Background: an optimization exercise with open tools, aiming at small area, a short achievable clock period and few clock cycles per item. Do not read the settings as production practice. RTL that was checked went through simulation tests only; none was proved equivalent to the original. Power is estimated from default activity; no workload was simulated.

## the baseline
==> flow/design.v <==
module limb_mul_sequencer #(
  parameter int W       = 32,
  parameter int LIMBS   = 4,
  parameter int MUL_LAT = 2
) (
  input  logic                   clk,
  input  logic                   rst,
  input  logic                   start,
  input  logic [W*LIMBS-1:0]     a,
  input  logic [W*LIMBS-1:0]     b,
  output logic                   busy,
  output logic [2*W*LIMBS-1:0]   product,
  output logic                   done,
  output logic                   mul_start,
  output logic [W-1:0]           mul_a,
  output logic [W-1:0]           mul_b,
  input  logic [2*W-1:0]         mul_product
);
  localparam int N  = W * LIMBS;      
  localparam int AW = 2 * W + 3;      
  localparam int LW = 2 * N - 2 * W;  
  localparam int PS = MUL_LAT + 1;    
  logic [N-1:0]    a_q, b_q;
  logic            act_q;
  logic [3:0]      t_q;
  logic [1:0]      isel_q, jsel_q;
  logic            busy_q;
  logic            accept;
  logic            ms_q;
  logic [W-1:0]    ma_q, mb_q;
  logic            v_q  [PS+1];
  logic            f_q  [PS+1];
  logic            s_q  [PS+1];
  logic            l_q  [PS+1];
  logic [2*W-1:0]  p_q;               
  logic [AW-1:0]   w_q;               
  logic [LW-1:0]   lo_q;              
  logic            done_q;
  logic [3:0]      t_nx;
  logic [1:0]      i_nx, j_nx;
  logic            newcol;
  logic [AW-1:0]   sum, cur;
  assign accept = start & ~busy_q & ~done_q;
  assign t_nx = t_q + 4'd1;
  always_comb begin
    i_nx = 2'd0; j_nx = 2'd0;
    case (t_nx)
      4'd0:  begin i_nx = 2'd0; j_nx = 2'd0; end
      4'd1:  begin i_nx = 2'd0; j_nx = 2'd1; end
      4'd2:  begin i_nx = 2'd1; j_nx = 2'd0; end
      4'd3:  begin i_nx = 2'd0; j_nx = 2'd2; end
      4'd4:  begin i_nx = 2'd1; j_nx = 2'd1; end
      4'd5:  begin i_nx = 2'd2; j_nx = 2'd0; end
      4'd6:  begin i_nx = 2'd0; j_nx = 2'd3; end
      4'd7:  begin i_nx = 2'd1; j_nx = 2'd2; end
      4'd8:  begin i_nx = 2'd2; j_nx = 2'd1; end
      4'd9:  begin i_nx = 2'd3; j_nx = 2'd0; end
      4'd10: begin i_nx = 2'd1; j_nx = 2'd3; end
      4'd11: begin i_nx = 2'd2; j_nx = 2'd2; end
      4'd12: begin i_nx = 2'd3; j_nx = 2'd1; end
      4'd13: begin i_nx = 2'd2; j_nx = 2'd3; end
      4'd14: begin i_nx = 2'd3; j_nx = 2'd2; end
      default: begin i_nx = 2'd3; j_nx = 2'd3; end
    endcase
  end
  always_comb begin
    case (t_q)
      4'd1, 4'd3, 4'd6, 4'd10, 4'd13, 4'd15: newcol = 1'b1;
      default:                               newcol = 1'b0;
    endcase
  end
  always_ff @(posedge clk) begin
    if (rst) begin
      act_q  <= 1'b0;
      busy_q <= 1'b0;
    end else if (accept) begin
      act_q  <= 1'b1;
      busy_q <= 1'b1;
    end else begin
      if (t_q == 4'd15) act_q <= 1'b0;
      busy_q <= act_q & (t_q != 4'd14) & (t_q != 4'd15);
    end
  end
  always_ff @(posedge clk) begin
    if (accept) begin
      t_q    <= '0;
      isel_q <= '0;
      jsel_q <= '0;
    end else begin
      t_q    <= t_nx;
      isel_q <= i_nx;
      jsel_q <= j_nx;
    end
  end
  always_ff @(posedge clk) begin
    if (!busy_q) begin
      a_q <= a;
      b_q <= b;
    end
  end
  always_ff @(posedge clk) begin
    ma_q <= a_q[isel_q*W +: W];
    mb_q <= b_q[jsel_q*W +: W];
  end
  always_ff @(posedge clk) begin
    if (rst) begin
      ms_q <= 1'b0;
      for (int k = 0; k <= PS; k++) v_q[k] <= 1'b0;
    end else begin
      ms_q   <= act_q;
      v_q[0] <= act_q;
      for (int k = 1; k <= PS; k++) v_q[k] <= v_q[k-1];
    end
  end
  always_ff @(posedge clk) begin
    f_q[0] <= (t_q == 4'd0);
    s_q[0] <= newcol;
    l_q[0] <= (t_q == 4'd15);
    for (int k = 1; k <= PS; k++) begin
      f_q[k] <= f_q[k-1];
      s_q[k] <= s_q[k-1];
      l_q[k] <= l_q[k-1];
    end
  end
  always_ff @(posedge clk) p_q <= mul_product;
  localparam int LV = $clog2(AW);
  logic [AW-1:0] pp [LV+1];
  logic [AW-1:0] gg [LV+1];
  logic [AW-1:0] xa, xb;
  assign xa = w_q;
  assign xb = AW'(p_q);
  assign pp[0] = xa ^ xb;
  assign gg[0] = xa & xb;
  for (genvar lv = 0; lv < LV; lv++) begin : g_lv
    for (genvar bi = 0; bi < AW; bi++) begin : g_bit
      if (bi >= (1 << lv)) begin : g_op
        assign gg[lv+1][bi] = gg[lv][bi] | (pp[lv][bi] & gg[lv][bi-(1<<lv)]);
        assign pp[lv+1][bi] = pp[lv][bi] & pp[lv][bi-(1<<lv)];
      end else begin : g_pass
        assign gg[lv+1][bi] = gg[lv][bi];
        assign pp[lv+1][bi] = pp[lv][bi];
      end
    end
  end
  assign sum = pp[0] ^ {gg[LV][AW-2:0], 1'b0};
  assign cur = f_q[PS] ? AW'(p_q) : sum;
  always_ff @(posedge clk) begin
    if (s_q[PS-1]) w_q <= AW'(cur >> W);
    else           w_q <= cur;
    if (v_q[PS-1] && s_q[PS-1]) lo_q <= {cur[W-1:0], lo_q[LW-1:W]};
  end
  always_ff @(posedge clk) begin
    if (rst) done_q <= 1'b0;
    else     done_q <= v_q[PS] & l_q[PS];
  end
  assign busy      = busy_q;
  assign done      = done_q;
  assign product   = {w_q[2*W-1:0], lo_q};
  assign mul_start = ms_q;
  assign mul_a     = ma_q;
  assign mul_b     = mb_q;
endmodule
Settings: LEC_CHECK=0, CAP_MARGIN=20, CORE_MARGIN=2, CORE_UTILIZATION=50, SETUP_SLACK_MARGIN=4.5, SLEW_MARGIN=20; clock period 8.0 ns.
standard.sh (not shown) runs the stock make flow with config.mk's settings and CLKGATE_MAP_FILE= SYNTH_SCRIPT=/design/flow/synth_recipe.tcl, a recipe that flattens the netlist after the stock synthesis.
==> flow/flow/run.sh <==
#!/bin/bash
export BUFFER_PORTS_ARGS="-buffer_cell sky130_fd_sc_hd__buf_1"
bash standard.sh > standard.log 2>&1
Testbench counts of the baseline, summed over its fixed seeds: cycles 25,648, items 1,600.
--- input diff the baseline..the candidate ---
-- flow/design.v --
<<< the baseline, line 124
  end
  always_ff @(posedge clk) p_q <= mul_product;
  localparam int LV = $clog2(AW);
  logic [AW-1:0] pp [LV+1];
  logic [AW-1:0] gg [LV+1];
  logic [AW-1:0] xa, xb;
  assign xa = w_q;
  assign xb = AW'(p_q);
  assign pp[0] = xa ^ xb;
  assign gg[0] = xa & xb;
  for (genvar lv = 0; lv < LV; lv++) begin : g_lv
    for (genvar bi = 0; bi < AW; bi++) begin : g_bit
      if (bi >= (1 << lv)) begin : g_op
        assign gg[lv+1][bi] = gg[lv][bi] | (pp[lv][bi] & gg[lv][bi-(1<<lv)]);
        assign pp[lv+1][bi] = pp[lv][bi] & pp[lv][bi-(1<<lv)];
      end else begin : g_pass
        assign gg[lv+1][bi] = gg[lv][bi];
        assign pp[lv+1][bi] = pp[lv][bi];
      end
    end
  end
  assign sum = pp[0] ^ {gg[LV][AW-2:0], 1'b0};
  assign cur = f_q[PS] ? AW'(p_q) : sum;
  always_ff @(posedge clk) begin
>>> the candidate, line 124
  end
  always_ff @(posedge clk) p_q <= mul_product;
  assign sum = w_q + AW'(p_q);
  assign cur = f_q[PS] ? AW'(p_q) : sum;
  always_ff @(posedge clk) begin
--- outcome ---
| area taken by flip-flops and latches | the baseline vs the candidate | ≈ equal |
Between the baseline and the candidate, the difference in design area is negligible.
The candidate leaves less setup margin than the baseline.
The post-placement worst setup slack number comes out higher for the baseline vs the candidate.
As far as global placement routability congestion is concerned, the candidate and the baseline perform about the same.
On the candidate: placed wire-length estimate is 0.60% higher than what the baseline gave.
Diff the baseline and the candidate: non-clock buffer count higher in the candidate
Net count reported at finish of the candidate is on par with the baseline.
Side by side, placed cell area turned out lower in the candidate than in the baseline.
Only the layout flow was run in the candidate; the RTL was not checked for function there.

---

Setup of run a:
limb_mul_sequencer, a different RTL version from the one above (not shown whole).
Size: about 1900 cells after synthesis, roughly 670 flip-flops, about 650 I/O pins.
==> module limb_mul_sequencer, before the edit <==
module limb_mul_sequencer #(
  parameter int W       = 32,
  parameter int LIMBS   = 4,
  parameter int MUL_LAT = 2
) (
  input  logic                   clk,
  input  logic                   rst,
  input  logic                   start,
  input  logic [W*LIMBS-1:0]     a,
  input  logic [W*LIMBS-1:0]     b,
  output logic                   busy,
  output logic [2*W*LIMBS-1:0]   product,
  output logic                   done,
  output logic                   mul_start,
  output logic [W-1:0]           mul_a,
  output logic [W-1:0]           mul_b,
  input  logic [2*W-1:0]         mul_product
);
  localparam int N  = W * LIMBS;      
  localparam int AW = 2 * W + 3;      
  localparam int LW = 2 * N - 2 * W;  
  localparam int PS = MUL_LAT + 1;    
  logic [N-1:0]    a_q, b_q;
  logic            act_q;
  logic [3:0]      t_q;
  logic [1:0]      isel_q, jsel_q;
  logic            busy_q;
  logic            accept;
  logic            ms_q;
  logic [W-1:0]    ma_q, mb_q;
  logic            v_q  [PS+1];
  logic            f_q  [PS+1];
  logic            s_q  [PS+1];
  logic            l_q  [PS+1];
  logic [2*W-1:0]  p_q;               
  logic [AW-1:0]   w_q;               
  logic [LW-1:0]   lo_q;              
  logic            done_q;
  logic [3:0]      t_nx;
  logic [1:0]      i_nx, j_nx;
  logic            newcol;
  logic [AW-1:0]   sum, cur;
  assign accept = start & ~busy_q & ~done_q;
  assign t_nx = t_q + 4'd1;
  always_comb begin
    i_nx = 2'd0; j_nx = 2'd0;
    case (t_nx)
      4'd0:  begin i_nx = 2'd0; j_nx = 2'd0; end
      4'd1:  begin i_nx = 2'd0; j_nx = 2'd1; end
      4'd2:  begin i_nx = 2'd1; j_nx = 2'd0; end
      4'd3:  begin i_nx = 2'd0; j_nx = 2'd2; end
      4'd4:  begin i_nx = 2'd1; j_nx = 2'd1; end
      4'd5:  begin i_nx = 2'd2; j_nx = 2'd0; end
      4'd6:  begin i_nx = 2'd0; j_nx = 2'd3; end
      4'd7:  begin i_nx = 2'd1; j_nx = 2'd2; end
      4'd8:  begin i_nx = 2'd2; j_nx = 2'd1; end
      4'd9:  begin i_nx = 2'd3; j_nx = 2'd0; end
      4'd10: begin i_nx = 2'd1; j_nx = 2'd3; end
      4'd11: begin i_nx = 2'd2; j_nx = 2'd2; end
      4'd12: begin i_nx = 2'd3; j_nx = 2'd1; end
      4'd13: begin i_nx = 2'd2; j_nx = 2'd3; end
      4'd14: begin i_nx = 2'd3; j_nx = 2'd2; end
      default: begin i_nx = 2'd3; j_nx = 2'd3; end
    endcase
  end
  always_comb begin
    case (t_q)
      4'd1, 4'd3, 4'd6, 4'd10, 4'd13, 4'd15: newcol = 1'b1;
      default:                               newcol = 1'b0;
    endcase
  end
  always_ff @(posedge clk) begin
    if (rst) begin
      act_q  <= 1'b0;
      busy_q <= 1'b0;
    end else if (accept) begin
      act_q  <= 1'b1;
      busy_q <= 1'b1;
    end else begin
      if (t_q == 4'd15) act_q <= 1'b0;
      busy_q <= act_q & (t_q != 4'd14) & (t_q != 4'd15);
    end
  end
  always_ff @(posedge clk) begin
    if (accept) begin
      t_q    <= '0;
      isel_q <= '0;
      jsel_q <= '0;
    end else begin
      t_q    <= t_nx;
      isel_q <= i_nx;
      jsel_q <= j_nx;
    end
  end
  always_ff @(posedge clk) begin
    if (!busy_q) begin
      a_q <= a;
      b_q <= b;
    end
  end
  always_ff @(posedge clk) begin
    ma_q <= a_q[isel_q*W +: W];
    mb_q <= b_q[jsel_q*W +: W];
  end
  always_ff @(posedge clk) begin
    if (rst) begin
      ms_q <= 1'b0;
      for (int k = 0; k <= PS; k++) v_q[k] <= 1'b0;
    end else begin
      ms_q   <= act_q;
      v_q[0] <= act_q;
      for (int k = 1; k <= PS; k++) v_q[k] <= v_q[k-1];
    end
  end
  always_ff @(posedge clk) begin
    f_q[0] <= (t_q == 4'd0);
    s_q[0] <= newcol;
    l_q[0] <= (t_q == 4'd15);
    for (int k = 1; k <= PS; k++) begin
      f_q[k] <= f_q[k-1];
      s_q[k] <= s_q[k-1];
      l_q[k] <= l_q[k-1];
    end
  end
  always_ff @(posedge clk) p_q <= mul_product;
  logic [AW-1:0] xa, xb, pg, gk;
  assign xa = w_q;
  assign xb = AW'(p_q);
  assign pg = xa ^ xb;
  always_comb begin
    logic [AW-1:0] g, p, gn, pn;
    g = xa & xb;
    p = pg;
    for (int k = 1; k < AW; k += 2) begin
      g[k] = g[k] | (p[k] & g[k-1]);
      p[k] = p[k] & p[k-1];
    end
    for (int d = 2; d < AW; d = d * 2) begin
      gn = g; pn = p;
      for (int k = 1; k < AW; k += 2) begin
        if (k >= d + 1) begin
          gn[k] = g[k] | (p[k] & g[k-d]);
          pn[k] = p[k] & p[k-d];
        end
      end
      g = gn; p = pn;
    end
    for (int k = 2; k < AW; k += 2) begin
      g[k] = g[k] | (p[k] & g[k-1]);
    end
    gk = g;
  end
  assign sum = pg ^ {gk[AW-2:0], 1'b0};
  assign cur = f_q[PS] ? AW'(p_q) : sum;
  logic sh_q, kp_q;
  always_ff @(posedge clk) begin
    sh_q <= s_q[PS-2] & ~f_q[PS-1];
    kp_q <= ~s_q[PS-2];
  end
  logic [AW-1:0] w_nx;
  always_comb begin
    for (int k = 0; k < AW; k++) begin
      if (k + W < AW)
        w_nx[k] = (sh_q & sum[k+W]) | (kp_q & sum[k]) | (f_q[PS] & ((k + W < 2*W) ? p_q[(k+W) % (2*W)] : 1'b0));
      else
        w_nx[k] = kp_q & sum[k];
    end
  end
  always_ff @(posedge clk) begin
    w_q <= w_nx;
    if (v_q[PS-1] && s_q[PS-1]) lo_q <= {cur[W-1:0], lo_q[LW-1:W]};
  end
  always_ff @(posedge clk) begin
    if (rst) done_q <= 1'b0;
    else     done_q <= v_q[PS] & l_q[PS];
  end
  assign busy      = busy_q;
  assign done      = done_q;
  assign product   = {w_q[2*W-1:0], lo_q};
  assign mul_start = ms_q;
  assign mul_a     = ma_q;
  assign mul_b     = mb_q;
endmodule
Settings: LEC_CHECK=0, ABC_AREA=1, CAP_MARGIN=20, CORE_MARGIN=2, CORE_UTILIZATION=50, CTS_CLUSTER_DIAMETER=100, CTS_CLUSTER_SIZE=25, SETUP_SLACK_MARGIN=5, SLEW_MARGIN=20; clock period 8.0 ns.
==> flow/flow/run.sh <==
#!/bin/bash
export BUFFER_PORTS_ARGS="-buffer_cell sky130_fd_sc_hd__buf_1"
export CTS_ARGS="-sink_clustering_enable -repair_clock_nets -sink_clustering_size 25 -sink_clustering_max_diameter 100 -dont_use_dummy_load"
bash standard.sh > standard.log 2>&1
Run a has completed all stages; timing, DRC and antenna checks passed.
Edits applied to the flow inputs when going from run a to run b:
--- a/flow/design.v
+++ b/flow/design.v
@@ -121,38 +121,30 @@
       s_q[k] <= s_q[k-1];
       l_q[k] <= l_q[k-1];
     end
   end
   always_ff @(posedge clk) p_q <= mul_product;
-  logic [AW-1:0] xa, xb, pg, gk;
+  localparam int LV = $clog2(AW);
+  logic [AW-1:0] pp [LV+1];
+  logic [AW-1:0] gg [LV+1];
+  logic [AW-1:0] xa, xb;
   assign xa = w_q;
   assign xb = AW'(p_q);
-  assign pg = xa ^ xb;
-  always_comb begin
-    logic [AW-1:0] g, p, gn, pn;
-    g = xa & xb;
-    p = pg;
-    for (int k = 1; k < AW; k += 2) begin
-      g[k] = g[k] | (p[k] & g[k-1]);
-      p[k] = p[k] & p[k-1];
+  assign pp[0] = xa ^ xb;
+  assign gg[0] = xa & xb;
+  for (genvar lv = 0; lv < LV; lv++) begin : g_lv
+    for (genvar bi = 0; bi < AW; bi++) begin : g_bit
+      if (((bi >> lv) & 1) == 1) begin : g_op
+        assign gg[lv+1][bi] = gg[lv][bi] | (pp[lv][bi] & gg[lv][((bi >> lv) << lv) - 1]);
+        assign pp[lv+1][bi] = pp[lv][bi] & pp[lv][((bi >> lv) << lv) - 1];
+      end else begin : g_pass
+        assign gg[lv+1][bi] = gg[lv][bi];
+        assign pp[lv+1][bi] = pp[lv][bi];
+      end
     end
-    for (int d = 2; d < AW; d = d * 2) begin
-      gn = g; pn = p;
-      for (int k = 1; k < AW; k += 2) begin
-        if (k >= d + 1) begin
-          gn[k] = g[k] | (p[k] & g[k-d]);
-          pn[k] = p[k] & p[k-d];
-        end
-      end
-      g = gn; p = pn;
-    end
-    for (int k = 2; k < AW; k += 2) begin
-      g[k] = g[k] | (p[k] & g[k-1]);
-    end
-    gk = g;
   end
-  assign sum = pg ^ {gk[AW-2:0], 1'b0};
+  assign sum = pp[0] ^ {gg[LV][AW-2:0], 1'b0};
   assign cur = f_q[PS] ? AW'(p_q) : sum;
   logic sh_q, kp_q;
   always_ff @(posedge clk) begin
     sh_q <= s_q[PS-2] & ~f_q[PS-1];
     kp_q <= ~s_q[PS-2];
==> comparison <==
- Run b vs run a, number of logic inverters in the finished layout went down by 36.
- Run a → run b: worst hold slack neither gained nor lost much; total number of multi-input combinational cells picked up an extra 234; sequential share of power lost 1.5 points; initial antenna violation count lost 13.
- Run b ran to completion and came out clean on the timing, design-rule and antenna checks.
- Compared to run a, run b has growth of design area from synthesis to finish 1.2 points lower.
- Final design area excluding fillers deteriorates in run b relative to run a.
- Setup slack, run b and run a, lower one = run a.
- Changes observed in run b relative to run a: synthesized cell count higher; floorplan row count higher; part of the total power dissipated in combinational logic higher; area fraction in compound gates after synthesis lower; total power higher.
Testbench counts of run b, summed over its fixed seeds: cycles 25,648, items 1,600.
Function not checked in run a: the RTL went through the layout flow alone.

[port drivers added, routing unchanged]
The results above use ideal ports. As a check the final layouts listed here were re-extracted and re-timed, cells and wires unchanged.
Step 1, drivers: a clkbuf_16 drives clk and a buf_2 each remaining input, both assumed.
Step 2 also shifts input and output timing later by t, the mid clock arrival at the registers, as if the neighbouring blocks saw the same clock.
Slacks: ideal ports / drivers / drivers and shift; pairs: ideal ports / drivers.
| run | t (ns) | slack for setup (ns) | worst hold slack (ns) | worst setup path at the end |
|---|---|---|---|---|
| the baseline | 0.651 | 4.619 / 4.619 / 4.619 | 0.321 / 0.321 / 0.321 | register to register |
| the candidate | 0.663 | 4.563 / 4.563 / 4.563 | 0.324 / 0.324 / 0.324 | register to register |
| run a | 0.660 | 5.023 / 4.963 / 5.073 | 0.333 / 0.333 / 0.333 | register to register |
| run b | 0.661 | 5.051 / 4.992 / 4.984 | 0.334 / 0.334 / 0.334 | input to register |
After both steps setup and hold are still met in every run listed. For run b, which loses most, drivers alone change the setup slack by -0.059 ns; drivers and shift together by -0.067 ns.
